This design comes from an exercise in tuning for small area and a short achievable clock period on the open sky130 flow, not from production work.
RTL that was checked went through simulation tests only; none was proved equivalent to the original.

// fpmul_queue_wrapper
module fpmul_queue_wrapper #(
  parameter int DW    = 32,
  parameter int DEPTH = 4,
  parameter int CNT_W = $clog2(DEPTH) + 1
) (
  input  logic          Clk,
  input  logic          Rst_n,
  input  logic [2:0]    A,
  input  logic          WE,
  input  logic          RE,
  input  logic [DW-1:0] InData,
  output logic [DW-1:0] OutData,
  output logic          irq,
  output logic          done_sig
);
  localparam int PW = $clog2(DEPTH);
  localparam logic [CNT_W-1:0] FULL = CNT_W'(DEPTH);
  localparam logic [8:0] E_ZERO   = 9'd0;
  localparam logic [8:0] E_ZERO_D = 9'd1;
  localparam logic [8:0] E_NAN_D  = 9'd509;
  localparam logic [8:0] E_INF    = 9'd510;
  localparam logic [8:0] E_NAN    = 9'd511;
  logic wr_opa, wr_opb, wr_ctrl, rd_pop, flush, err_clr;
  logic cmd_full, cmd_empty, res_empty, res_full, cmd_push, cmd_pop, res_push, res_pop;
  logic [DW-1:0]    opa_q, opb_q;
  logic             va_q, vb_q;
  logic             irq_en_q, ovf_q, unf_q;
  logic [PW-1:0]    cmd_rd_q, res_rd_q;
  logic [CNT_W-1:0] cmd_cnt_q, res_cnt_q;
  logic [2:0]       ph_q;
  logic             drop_q;
  assign wr_opa    = WE && (A == 3'd0);
  assign wr_opb    = WE && (A == 3'd1);
  assign wr_ctrl   = WE && (A == 3'd5);
  assign rd_pop    = RE && (A == 3'd2);
  assign flush     = wr_ctrl && InData[1];
  assign err_clr   = wr_ctrl && InData[0];
  assign cmd_full  = (cmd_cnt_q == FULL);
  assign cmd_empty = (cmd_cnt_q == '0);
  assign res_empty = (res_cnt_q == '0);
  assign res_full  = (res_cnt_q == FULL);
  assign cmd_push  = wr_opb && !cmd_full;
  assign res_pop   = rd_pop && !res_empty && !flush;
  assign cmd_pop   = (ph_q == 3'd1) && !flush;
  assign res_push  = (ph_q == 3'd7) && !flush;
  assign irq       = irq_en_q && !res_empty;
  assign done_sig  = res_push;
  logic [7:0]  ea, eb;
  logic [22:0] fa, fb;
  ...
==> flow/config.mk <==
export PLATFORM = sky130hd
export DESIGN_NAME = fpmul_queue_wrapper
export DESIGN_NICKNAME = fpmul_queue_wrapper
export VERILOG_FILES = /design/flow/design.v
export SDC_FILE = /design/flow/constraint.sdc
export NUM_CORES = 4
export LEC_CHECK = 0
export CAP_MARGIN = 20
export CORE_MARGIN = 2
export CORE_UTILIZATION = 40
export SLEW_MARGIN = 20
export SYNTH_HIERARCHICAL = 1
==> flow/constraint.sdc <==
create_clock -name core_clock -period 12.0 [get_ports {Clk}]
set_input_delay 2.4000 -clock core_clock [delete_from_list [all_inputs] [get_ports {Clk}]]
set_output_delay 2.4000 -clock core_clock [all_outputs]
set_load 0.01 [all_outputs]
standard.sh (not shown) runs the stock make flow with config.mk's settings and CLKGATE_MAP_FILE= SYNTH_SCRIPT=/design/flow/synth_recipe.tcl, a recipe that flattens the netlist after the stock synthesis.
==> flow/flow/run.sh <==
#!/bin/bash
set -euo pipefail
CTS="-sink_clustering_enable -repair_clock_nets -dont_use_dummy_load"
CTS="$CTS -buf_list {sky130_fd_sc_hd__clkbuf_8 sky130_fd_sc_hd__clkbuf_16}"
CTS="$CTS -sink_clustering_size 20 -sink_clustering_max_diameter 100"
bash standard.sh SETUP_SLACK_MARGIN=5.6 "CTS_ARGS=$CTS" finish > standard.log 2>&1
The baseline completed with no timing, DRC or antenna violations.
Rerun with:
==> flow/flow/run.sh (replaced) <==
#!/bin/bash
set -euo pipefail
CTS="-sink_clustering_enable -repair_clock_nets -dont_use_dummy_load"
CTS="$CTS -buf_list {sky130_fd_sc_hd__clkbuf_8 sky130_fd_sc_hd__clkbuf_16}"
CTS="$CTS -sink_clustering_size 20 -sink_clustering_max_diameter 100"
bash standard.sh SETUP_SLACK_MARGIN=5.9 "CTS_ARGS=$CTS" finish > standard.log 2>&1
Effect: The changed run finished clean; routed wire length goes down by 0.68%; synthesized cell count stays the same; via count goes up by 0.68%; worst setup slack improved by 0.21 ns; sequential cell count stays the same; non-clock buffer count goes up by 11.
Function was not checked in any run of this note: the RTL went through the layout flow alone.


Setup of 09-09:
Another version of the RTL of fpmul_queue_wrapper (not shown whole).
Size: roughly 520 flip-flops.
// fpmul_queue_wrapper
module fpmul_queue_wrapper #(
  parameter int DW    = 32,
  parameter int DEPTH = 4,
  parameter int CNT_W = $clog2(DEPTH) + 1
) (
  input  logic          Clk,
  input  logic          Rst_n,
  input  logic [2:0]    A,
  input  logic          WE,
  input  logic          RE,
  input  logic [DW-1:0] InData,
  output logic [DW-1:0] OutData,
  output logic          irq,
  output logic          done_sig
);
==> flow/config.mk <==
export PLATFORM = sky130hd
export DESIGN_NAME = fpmul_queue_wrapper
export DESIGN_NICKNAME = fpmul_queue_wrapper
export VERILOG_FILES = /design/flow/design.v
export SDC_FILE = /design/flow/constraint.sdc
export NUM_CORES = 4
export LEC_CHECK = 0
export CAP_MARGIN = 20
export CORE_MARGIN = 2
export CORE_UTILIZATION = 40
export SLEW_MARGIN = 20
export SYNTH_HIERARCHICAL = 1
==> flow/constraint.sdc <==
create_clock -name core_clock -period 12.0 [get_ports {Clk}]
set_input_delay 2.4000 -clock core_clock [delete_from_list [all_inputs] [get_ports {Clk}]]
set_output_delay 2.4000 -clock core_clock [all_outputs]
set_load 0.01 [all_outputs]
==> flow/flow/run.sh <==
#!/bin/bash
set -euo pipefail
CTS="-sink_clustering_enable -repair_clock_nets -dont_use_dummy_load"
CTS="$CTS -buf_list {sky130_fd_sc_hd__clkbuf_8 sky130_fd_sc_hd__clkbuf_16}"
CTS="$CTS -sink_clustering_size 26 -sink_clustering_max_diameter 110"
bash standard.sh SETUP_SLACK_MARGIN=6.2 "CTS_ARGS=$CTS" \
  "BUFFER_PORTS_ARGS=-buffer_cell sky130_fd_sc_hd__buf_1" \
  "PRE_IO_PLACEMENT_TCL=$PWD/flow/io.tcl" finish > standard.log 2>&1
==> flow/flow/io.tcl <==
# Keep the bus ports whose paths run from input to output (A, WE, RE to OutData,
# done_sig) together on one edge of the die.
set pins {A[0] A[1] A[2] WE RE done_sig irq}
for {set i 0} {$i < 32} {incr i} { lappend pins "OutData\[$i\]" }
set_io_pin_constraint -pin_names $pins -region left:*
Per the final summary, 09-09 finished and its layout is clean on timing, DRC and antenna.
Setup changes, 09-09 to 02-27
==> flow/flow/run.sh <==
#!/bin/bash
set -euo pipefail
CTS="-sink_clustering_enable -repair_clock_nets -dont_use_dummy_load"
CTS="$CTS -buf_list {sky130_fd_sc_hd__clkbuf_8 sky130_fd_sc_hd__clkbuf_16}"
CTS="$CTS -sink_clustering_size 26 -sink_clustering_max_diameter 110"
bash standard.sh SETUP_SLACK_MARGIN=5.9 "CTS_ARGS=$CTS" \
  "BUFFER_PORTS_ARGS=-buffer_cell sky130_fd_sc_hd__buf_1" finish > standard.log 2>&1
removed: flow/flow/io.tcl
Notes after the runs:
- The core of 02-27 is less densely filled than that of 09-09.
- Largest net degree at the start of global routing shrinks by a few percent when moving from 09-09 to 02-27.
- 02-27 against 09-09; achievable clock frequency is down by a few percent.
- 02-27 vs 09-09, layout buffer count excluding clock buffers went down by about 6%.
- There was hardly any difference in number of placed instances, taps included between 02-27 and 09-09.
- [02-27] total routing resource utilization after global routing rose 0.43 points relative to 09-09
- Compared 02-27 against 09-09.
- From 09-09 to 02-27 the numbers moved as follows: sequential share of layout area picked up an extra 0.84 points; wire length picked up an extra 1.4%; number of clock buffer instances in the layout picked up an extra about 4%.

port drivers added, routing unchanged:
Ports are ideal in the flow. The routed layouts listed here were re-timed in OpenROAD.
Step 1: set_driving_cell puts a clkbuf_16 on Clk and a buf_2 on each other input, an assumption about the parent block.
Step 2 times the ports against the registers' clock, not the clock port: input delays grow and output delays shrink by t, the midpoint of the rising clock arrivals with the driver on.
Three values: ideal, step 1, step 2; two values: the first two.
run | t, ns | slack for setup (ns) | worst setup path after step 2 | clock arrival spread, ns | worst register clock-pin slew, ns
the first run of note 1 | 0.645 | 5.681 / 5.649 / 5.649 | input to output | 0.037 / 0.037 | 0.09 / 0.09
the second run of note 1 | 0.635 | 5.890 / 5.831 / 5.831 | input to output | 0.049 / 0.050 | 0.09 / 0.09
09-09 | 0.609 | 6.025 / 5.954 / 5.808 | input to register | 0.055 / 0.055 | 0.11 / 0.11
02-27 | 0.602 | 5.895 / 5.834 / 5.649 | input to register | 0.083 / 0.083 | 0.10 / 0.10
After both steps setup and hold are still met in every run listed. The setup slack of 02-27, which loses most, moves by -0.061 ns with the drivers and by -0.246 ns with both steps.
